Context: an optimization exercise on an open-source flow, tuned for small area, a short achievable clock period and few clock cycles. The choices shown serve that exercise and are no tape-out recipe.
In this exercise RTL edits were held to simulation tests only and were not proved equivalent to the original.
Power figures rest on the tool's default switching activity, not on a simulated workload.

== job 1881 ==
// buffet_top
module buffet_top (
    input  logic                  clk,
    input  logic                  nreset_i,
    input  logic                  push_valid_i,
    input  buffet_pkg::data_t     push_data_i,
    input  logic                  credit_req_i,
    output logic                  credit_valid_o,
    output buffet_pkg::count_t    credit_o,
    input  logic                  read_valid_i,
    input  buffet_pkg::read_req_t read_req_i,
    output logic                  read_ready_o,
    output logic                  read_data_valid_o,
    output buffet_pkg::data_t     read_data_o,
    input  logic                  read_data_ready_i,
    input  logic                  update_valid_i,
    input  buffet_pkg::idx_t      update_offset_i,
    input  buffet_pkg::data_t     update_data_i
);
==> flow/config.mk <==
export PLATFORM = sky130hd
export DESIGN_NAME = buffet_top
export DESIGN_NICKNAME = buffet_top
export VERILOG_FILES = /design/flow/design.v
export SDC_FILE = /design/flow/constraint.sdc
export NUM_CORES = 4
export LEC_CHECK = 0
export ABC_CLOCK_PERIOD_IN_PS = 2200
export CAP_MARGIN = 20
export CORE_MARGIN = 2
export CORE_UTILIZATION = 65
export CTS_CLUSTER_DIAMETER = 80
export CTS_CLUSTER_SIZE = 24
export SETUP_SLACK_MARGIN = 2.25
export SLEW_MARGIN = 20
==> flow/constraint.sdc <==
create_clock -name core_clock -period 4.4 [get_ports {clk}]
set_input_delay 0.8800 -clock core_clock [delete_from_list [all_inputs] [get_ports {clk}]]
set_output_delay 0.8800 -clock core_clock [all_outputs]
set_load 0.01 [all_outputs]
standard.sh (not shown) runs the stock make flow with config.mk's settings and CLKGATE_MAP_FILE= SYNTH_SCRIPT=/design/flow/synth_recipe.tcl, a recipe that flattens the netlist after the stock synthesis.
==> flow/flow/run.sh <==
#!/bin/bash
# The standard layout, with three changes to how it is made: adders
# are left to ABC as plain gates (no full/half adder cells), sizing may
# change a cell's footprint, and the port buffers are buf_4 cells.
# make's output goes to make.log; each ORFS step keeps its own log under
# orfs/logs
set -euo pipefail
bash standard.sh ADDER_MAP_FILE= MATCH_CELL_FOOTPRINT=0 \
    "BUFFER_PORTS_ARGS=-buffer_cell sky130_fd_sc_hd__buf_4" finish > make.log 2>&1
Testbench counts of job 1881, summed over its fixed seeds: cycles 9,660.
Input changes introduced in job 5130 (baseline for comparison: job 1881):
diff --git a/flow/config.mk b/flow/config.mk
--- a/flow/config.mk
+++ b/flow/config.mk
@@ -11 +11 @@
-export CORE_UTILIZATION = 65
+export CORE_UTILIZATION = 70
--- outcome ---
Diff job 5130 and job 1881: effective utilization at floorplan lower in job 1881
Setup slack: job 5130 vs job 1881 down 0.011 ns
On maximum VDD drop, job 1881 loses to job 5130.
Comparing job 5130 and job 1881, number of standard-cell rows in the floorplan is lower on job 5130.
Job 5130 has design area above what job 1881 had.
Job 5130 against job 1881: number of buffers other than clock buffers in the final layout picked up an extra 27; multi-input logic cell count neither gained nor lost much; count of non-CTS inverters in the layout picked up an extra 1.
Inputs modified between job 5130 and job 1088:
diff --git a/flow/config.mk b/flow/config.mk
--- a/flow/config.mk
+++ b/flow/config.mk
@@ -11 +11 @@
-export CORE_UTILIZATION = 70
+export CORE_UTILIZATION = 62
@@ -13 +13 @@
-export CTS_CLUSTER_SIZE = 24
+export CTS_CLUSTER_SIZE = 20
Findings:
- Job 1088 vs. job 5130: combinational-cell power consumption went down, half-perimeter wire length after detailed placement went up.
- Job 1088 against job 5130: final-layout worst hold slack saw an increase; number of hold violations in the final report saw little to no change; antenna violation net count after detailed routing saw little to no change; switching share of power saw a decrease; clock skew saw a decrease.
- Across both runs, post-route clock period utilization was higher for job 1088 than for job 5130.
- The total detailed-routing wirelength of job 1088 falls short of that of job 5130 by 0.82%.
- Between job 1088 and job 5130, it is job 1088 whose number of non-clock buffers is lower, by 9.0%.
- Relative to job 5130, width of the die increased by about 6% in job 1088.
For job 4427, these inputs were changed with respect to job 1088:
diff --git a/flow/flow/run.sh b/flow/flow/run.sh
--- a/flow/flow/run.sh
+++ b/flow/flow/run.sh
@@ -4 +4 @@
-# change a cell's footprint, and the port buffers are buf_4 cells.
+# change a cell's footprint, and the port buffers are buf_2 cells.
@@ -9 +9 @@
-    "BUFFER_PORTS_ARGS=-buffer_cell sky130_fd_sc_hd__buf_4" finish > make.log 2>&1
+    "BUFFER_PORTS_ARGS=-buffer_cell sky130_fd_sc_hd__buf_2" finish > make.log 2>&1
diff --git a/flow/config.mk b/flow/config.mk
--- a/flow/config.mk
+++ b/flow/config.mk
@@ -11 +11 @@
-export CORE_UTILIZATION = 62
+export CORE_UTILIZATION = 65
@@ -13 +13 @@
-export CTS_CLUSTER_SIZE = 20
+export CTS_CLUSTER_SIZE = 24
## What came out
- The run showing the greater proportion of total power due to net switching is job 4427.
- Per the comparison of job 4427 with job 1088, starting density of the core climbed 3.3 points, storage element area level, setup slack of the most critical reg-to-reg path down 0.18 ns.
- The sequential fraction of total cell area of job 1088 and that of job 4427 are within noise of each other.
- Job 4427 vs job 1088: total wire length up in job 4427
- Highest clock rate | job 4427 below job 1088
- In the reports for job 1088 and job 4427, the larger sequential share of power belongs to job 4427.
- The higher total CTS buffers of job 1088 and job 4427 is in job 1088.
- On worst setup slack, the lower figure sits with job 4427, not job 1088.
- Re part of the power in the clock network: job 1088 and job 4427 aren't equal, and the higher value belongs to job 1088.

separate check: timing with driven ports:
In the flow no input, the clock included, has a driving cell. The finished layouts below were timed again as built, in two steps. Step 1 sets driving cells, clkbuf_16 on the clock port and buf_2 on the other inputs (assumed; they add their load-dependent delay and slew). Step 2 adds t to the input delays and takes it off the output delays; t is the mean of the earliest and latest rising clock arrival at the registers after step 1. Input paths then give back, and output paths get back, about the clock's delay inside the block. a / b / c = ideal / step 1 / step 2; a / b = the first two.
run | t, ns | setup WS [ns] | worst setup path after step 2 | worst data-port slew with drivers (ns) | pins driven straight from the clock port
job 1881 | 0.639 | 2.217 / 2.159 / 1.663 | input to register | 0.09 | 1
job 5130 | 0.633 | 2.205 / 2.148 / 1.609 | input to register | 0.06 | 1
job 1088 | 0.649 | 2.124 / 2.124 / 1.536 | input to register | 0.06 | 1
job 4427 | 0.649 | 1.948 / 1.948 / 1.463 | input to register | 0.08 | 1
After both steps setup and hold are still met in every run listed. The setup slack of job 5130, which loses most, moves by -0.057 ns with the drivers and by -0.596 ns with both steps.
